This design comes from an exercise in tuning for small area, a short achievable clock period and few clock cycles per item on the open sky130 flow, not from production work.
Only simulation tests tie the RTL to the original design; equivalence was not proved.
No activity file was given, so power comes from the tool's default toggle rates. The clock port is modelled as an ideal driver; clocking choices that lean on that would not hold on a real chip.

Design binary_neighborhood_count_3x3, start of the top module:
module binary_neighborhood_count_3x3 (
  input  logic        clk_i,
  input  logic        rst_ni,
  input  logic        in_valid_i,
  output logic        in_stall_o,
  input  logic        pixel_i,
  output logic        out_valid_o,
  input  logic        out_stall_i,
  output logic [3:0]  count_o,
  output logic [9:0]  row_o,
  output logic [9:0]  column_o,
  output logic        run_end_o,
  output logic        image_end_o,
  input  logic        cfg_valid_i,
  output logic        cfg_ready_o,
  input  logic [1:0]  cfg_index_i,
  input  logic [10:0] cfg_data_i
);
export LEC_CHECK = 0
export CAP_MARGIN = 20
export CORE_MARGIN = 2
export CORE_UTILIZATION = 60
export CTS_CLUSTER_DIAMETER = 100
export CTS_CLUSTER_SIZE = 30
export PLACE_DENSITY = 0.7
export SETUP_SLACK_MARGIN = 4.5
export SLEW_MARGIN = 20
export TNS_END_PERCENT = 10
create_clock -name core_clock -period 7.0 [get_ports {clk_i}]
standard.sh (not shown) runs the stock make flow with config.mk's settings and CLKGATE_MAP_FILE= SYNTH_SCRIPT=/design/flow/synth_recipe.tcl, a recipe that flattens the netlist after the stock synthesis.
==> flow/flow/run.sh <==
#!/bin/bash
cp standard.sh standard_sh.log
cp config.mk config_mk.log
export CTS_ARGS="-sink_clustering_enable -repair_clock_nets -sink_clustering_size 30 -sink_clustering_max_diameter 100 -dont_use_dummy_load"
export BUFFER_PORTS_ARGS="-buffer_cell sky130_fd_sc_hd__buf_2"
bash standard.sh > standard.log 2>&1
Testbench counts at the start, summed over its fixed seeds: cycles 271,222, items 253,450.
Edit:
--- a/flow/design.v
+++ b/flow/design.v
@@ -180,46 +180,47 @@
     cgt_q <= gt10(col_q, w_last_q);
     cge_q <= !gt10(w_last_q, col_q);
     rgt_q <= gt10(row_q, h_last_q);
     rge_q <= !gt10(h_last_q, row_q);
   end
   logic [5:0] gA_q, gR_q, g_c;
   logic [3:0] fA_q, fR_q, o_c;
   logic [5:0] gA_n, gR_n;
   logic [3:0] fA_n, fR_n, fR_rot;
   logic [7:0] rhi_q, rlo_q;
-  logic       eqA, eqR, rotA_q, rotR, ok_a, ok_i;
+  logic       eqA, eqR, rotA, rotR, ok_a, ok_i;
   logic       rd_up, rd_mid;
   assign g_c    = c_q[9:4];
   assign o_c    = c_q[3:0];
   assign rotR   = (fR_q != 4'd0);
   assign fR_rot = rotR ? fR_q + 4'd1 : fR_q;
   assign eqA    = (g_c == gA_q);
   assign eqR    = (g_c == gR_q);
+  assign rotA   = eqA && (fA_q != o_c);    
   always_comb begin
     gA_n = gA_q;
     fA_n = fA_q;
     gR_n = gR_q;
     fR_n = fR_rot;
     if (accept) begin
       gA_n = g_c;
       fA_n = o_c + 4'd1;
       if (!eqA) begin
         if (fA_q != 4'd0) begin
           gR_n = gA_q;
           fR_n = fA_q;
         end else if (eqR) begin
           fR_n = 4'd0;
         end
       end
     end else if (eqA) begin
-      if (rotA_q) begin
+      if (rotA) begin
         fA_n = fA_q + 4'd1;
       end
     end else if (!(eqR && rotR) && o_c != 4'd0) begin
       if (fA_q == 4'd0) begin
         gA_n = g_c;
       end else if (!rotR) begin
         gR_n = gA_q;
         fR_n = fA_q;
         gA_n = g_c;
         fA_n = 4'd0;
@@ -251,36 +252,34 @@
     end
   end
   always_ff @(posedge clk_i or negedge rst_ni) begin
     if (!rst_ni) begin
       gA_q  <= '0;
       fA_q  <= '0;
       gR_q  <= '0;
       fR_q  <= '0;
       rhi_q <= '0;
       rlo_q <= '0;
-      rotA_q <= 1'b0;
     end else begin
-      rotA_q <= (c_n[9:4] == gA_n) && (fA_n != c_n[3:0]);
       gA_q  <= gA_n;
       fA_q  <= fA_n;
       gR_q  <= gR_n;
       fR_q  <= fR_n;
       rhi_q <= (fR_n != 4'd0) ? onehot8(gR_n[5:3]) : 8'd0;
       rlo_q <= onehot8(gR_n[2:0]);
     end
   end
   bnc_ram u_line_ram (
     .clk_i   (clk_i),
     .p_hi_i  (ghi_q),
     .p_lo_i  (glo_q),
-    .p_en_i  (accept || rotA_q),
+    .p_en_i  (accept || rotA),
     .p_wr_i  (accept),
     .r_hi_i  (rhi_q),
     .r_lo_i  (rlo_q),
     .wpix_i  (pixel_i),
     .up_o    (rd_up),
     .mid_o   (rd_mid)
   );
   logic [5:0] live_q;
   logic [2:0] col_new;
   logic [2:0] old1, old0;
@@ -404,23 +403,22 @@
   function automatic logic hasres(input logic [9:0] r, input logic lr,
                                   input logic [9:0] c, input logic re);
     hasres = ((r != 10'd0) || lr) && ((c != 10'd0) || re);
   endfunction
   logic [3:0] pend_a, pend_i;
   logic       hr_a, hr_i;
   logic       st_a1, st_a0, st_i1, st_i0, stall_n;
   always_comb begin
     pend_i = emit ? pend_after : pend_q;
     pend_a = (pend_new != 4'd0) ? pend_new : pend_i;
-    hr_a   = (re_q ? (!lr_q || h_last_q == 10'd0) : (r_ge1 || lr_q))
-          && (!re_q || w_last_q == 10'd0);
-    hr_i   = hasres(r_q, lr_q, c_q, re_q);    
+    hr_a   = hasres(r_adv, lr_adv, c_adv, re_adv);
+    hr_i   = hasres(r_idl, lr_idl, c_idl, re_idl);
     st_a1  = !ok_a || (hr_a && !bfree(pend_a, 1'b0));
     st_a0  = !ok_a || (hr_a && !bfree(pend_a, sv_q || emit));
     st_i1  = !ok_i || (hr_i && !bfree(pend_i, 1'b0));
     st_i0  = !ok_i || (hr_i && !bfree(pend_i, sv_q || emit));
     if (accept) begin
       stall_n = head_load ? st_a1 : st_a0;
     end else begin
       stall_n = head_load ? st_i1 : st_i0;
     end
   end
Effect:
- The new run finished clean
- worst setup slack gains 53 ps
- power rose slightly
- core utilization came out higher by 0.90 points
- flip-flop and latch count goes down by 1
- clock power stays flat
- clock-buffer cell count shrinks by 1
- synthesized cell count barely changes
- critical path depth goes up by 2
- global-route usage stays flat
- cell area increases slightly
- die area is about the same
- via count rose slightly
- non-clock buffer count climbs by 45
Testbench counts after the change, summed over its fixed seeds: cycles 271,222, items 253,450.

the previous run:
binary_neighborhood_count_3x3, a different RTL version from the one above (not shown whole).
For scale: about 3600 cells after synthesis, about 0.056 mm2 of cells after synthesis.
clock: 7.0 ns
lec_check: 0
cap_margin: 20
core_margin: 2
core_utilization: 60
cts_cluster_diameter: 100
cts_cluster_size: 25
place_density: 0.7
setup_slack_margin: 4.8
slew_margin: 20
tns_end_percent: 10
==> flow/flow/run.sh <==
#!/bin/bash
export CTS_ARGS="-sink_clustering_enable -repair_clock_nets -sink_clustering_size 25 -sink_clustering_max_diameter 100 -dont_use_dummy_load"
export BUFFER_PORTS_ARGS="-buffer_cell sky130_fd_sc_hd__buf_2"
bash standard.sh > standard.log 2>&1
No stage failed in the previous run, and the final checks on the layout all came back clean.
Testbench counts of the previous run, summed over its fixed seeds: cycles 279,125, items 253,450.
Modified inputs, the current run compared to the previous run
-- flow/design.v --
<<< the previous run, line 112
  logic       dirty1_q, dirty2_q;
  logic       cgt_q, cge_q, rgt_q, rge_q;
  logic       in_ready_q, in_stall_q, accept;   
  logic       c0, r_ge1, r_ge2;            
  logic       c0_n, r_ge1_n, r_ge2_n;
>>> the current run, line 112
  logic       dirty1_q, dirty2_q;
  logic       cgt_q, cge_q, rgt_q, rge_q;
  logic       in_ready_q, accept;         
  logic       c0, r_ge1, r_ge2;            
  logic       c0_n, r_ge1_n, r_ge2_n;
<<< the previous run, line 158
      col_q    <= '0;
      row_q    <= '0;
      c_q      <= '0;
      r_q      <= '0;
      re_q     <= 1'b0;
      lr_q     <= 1'b0;
      ghi_q    <= 8'd1;
      glo_q    <= 8'd1;
      c0       <= 1'b1;
      r_ge1    <= 1'b0;
      r_ge2    <= 1'b0;
      dirty1_q <= 1'b0;
      dirty2_q <= 1'b0;
    end else begin
>>> the current run, line 158
      col_q    <= '0;
      row_q    <= '0;
      dirty1_q <= 1'b1;
      dirty2_q <= 1'b0;
    end else begin
<<< the previous run, line 174
        row_q <= r_adv;
      end
      c_q      <= c_n;
      r_q      <= r_n;
      re_q     <= re_n;
      lr_q     <= lr_n;
      ghi_q    <= onehot8(c_n[9:7]);
      glo_q    <= onehot8(c_n[6:4]);
      c0       <= c0_n;
      r_ge1    <= r_ge1_n;
      r_ge2    <= r_ge2_n;
      dirty1_q <= cfg_valid_i;
      dirty2_q <= dirty1_q;
    end
  end
  always_ff @(posedge clk_i) begin
>>> the current run, line 165
        row_q <= r_adv;
      end
      dirty1_q <= cfg_valid_i;
      dirty2_q <= dirty1_q;
    end
  end
  always_ff @(posedge clk_i) begin
    c_q   <= c_n;
    r_q   <= r_n;
    re_q  <= re_n;
    lr_q  <= lr_n;
    ghi_q <= onehot8(c_n[9:7]);
    c0    <= c0_n;
    r_ge1 <= r_ge1_n;
    r_ge2 <= r_ge2_n;
    glo_q <= onehot8(c_n[6:4]);
  end
  always_ff @(posedge clk_i) begin
<<< the previous run, line 240
  logic [9:0] br_q, bc_q;
  logic       bimg_q, bsel_q, blr_q, brge1_q;
  logic       emit, bfree_now, head_load, ov_q, ovn_q;
  logic [2:0] base;
  logic [1:0] addend;
>>> the current run, line 233
  logic [9:0] br_q, bc_q;
  logic       bimg_q, bsel_q, blr_q, brge1_q;
  logic       emit, bfree_now, head_load, ov_q;
  logic [2:0] base;
  logic [1:0] addend;
<<< the previous run, line 255
  logic       ere_q[QD];
  logic       qne, pop, push_b, pushq;
  assign head_load = ovn_q || !out_stall_i;
  assign emit      = (pend_q != 4'd0) && head_load;
  assign bfree_now = (pend_q == 4'd0) || (((pend_q & (pend_q - 4'd1)) == 4'd0) && emit);
>>> the current run, line 248
  logic       ere_q[QD];
  logic       qne, pop, push_b, pushq;
  assign head_load = !ov_q || !out_stall_i;
  assign emit      = (pend_q != 4'd0) && head_load;
  assign bfree_now = (pend_q == 4'd0) || (((pend_q & (pend_q - 4'd1)) == 4'd0) && emit);
<<< the previous run, line 372
  always_ff @(posedge clk_i or negedge rst_ni) begin
    if (!rst_ni) begin
      ov_q  <= 1'b0;
      ovn_q <= 1'b1;
    end else if (head_load) begin
      ov_q  <= emit;
      ovn_q <= !emit;
    end
  end
>>> the current run, line 365
  always_ff @(posedge clk_i or negedge rst_ni) begin
    if (!rst_ni) begin
      ov_q <= 1'b0;
    end else if (head_load) begin
      ov_q <= emit;
    end
  end
<<< the previous run, line 409
      logic [3:0] p_i, p_a;
      logic [3:0] n_i, n_a;
      em  = (pend_q != 4'd0) && ((hl == 1) || ovn_q);
      bf  = (pend_q == 4'd0) || (((pend_q & (pend_q - 4'd1)) == 4'd0) && em);
      ovn = ((hl == 1) || ovn_q) ? em : 1'b1;
      if (bf && qne) begin
        p_i = pend_pop;
>>> the current run, line 400
      logic [3:0] p_i, p_a;
      logic [3:0] n_i, n_a;
      em  = (pend_q != 4'd0) && ((hl == 1) || !ov_q);
      bf  = (pend_q == 4'd0) || (((pend_q & (pend_q - 4'd1)) == 4'd0) && em);
      ovn = ((hl == 1) || !ov_q) ? em : 1'b1;
      if (bf && qne) begin
        p_i = pend_pop;
<<< the previous run, line 435
  always_ff @(posedge clk_i or negedge rst_ni) begin
    if (!rst_ni) begin
      in_stall_q <= 1'b0;
      in_ready_q <= 1'b1;
    end else begin
      in_stall_q <= cfg_valid_i || dirty1_q || dirty2_q || stall_n;
      in_ready_q <= !(cfg_valid_i || dirty1_q || dirty2_q || stall_n);
    end
  end
  assign in_stall_o  = in_stall_q;
  assign out_valid_o = ov_q;
  assign count_o     = oc_q;
>>> the current run, line 426
  always_ff @(posedge clk_i or negedge rst_ni) begin
    if (!rst_ni) begin
      in_ready_q <= 1'b0;
    end else begin
      in_ready_q <= !(cfg_valid_i || dirty1_q || dirty2_q || stall_n);
    end
  end
  assign in_stall_o  = !in_ready_q;
  assign out_valid_o = ov_q;
  assign count_o     = oc_q;
The current run vs. the previous run: adder-cell share of the synthesized area shows no meaningful change; smallest setup slack after layout now larger; number of register bits inferred by synthesis neither gained nor lost much.
The previous run → the current run: clock-net power held steady, met1 usage in global routing now smaller.
Testbench counts of the current run, summed over its fixed seeds: cycles 279,125, items 253,450.

what the ideal ports hide:
How much do the figures lean on ideal ports? The routed layouts below were timed once more, with nothing changed but the port constraints. Step 1: set_driving_cell puts a clkbuf_16 on clk_i and a buf_2 on each other input, an assumption about the parent block. Step 2 times the ports against the registers' clock, not the clock port: input delays grow and output delays shrink by t, the midpoint of the rising clock arrivals with the driver on. a / b / c = no drivers / after step 1 / after step 2; a / b = the first two.
run | t, ns | setup WS [ns] | slew at the worst register clock pin (ns)
the first run of note 1 | 0.770 | 4.206 / 4.206 / 3.511 | 0.12 / 0.12
the second run of note 1 | 0.760 | 4.259 / 4.255 / 3.604 | 0.12 / 0.12
the previous run | 0.711 | 4.236 / 4.236 / 3.830 | 0.10 / 0.10
the current run | 0.739 | 4.306 / 4.242 / 3.886 | 0.11 / 0.11
After both steps every run listed still meets setup and hold. The setup slack of the first run of note 1, which loses most, moves by 0.000 ns with the drivers and by -0.695 ns with both steps.
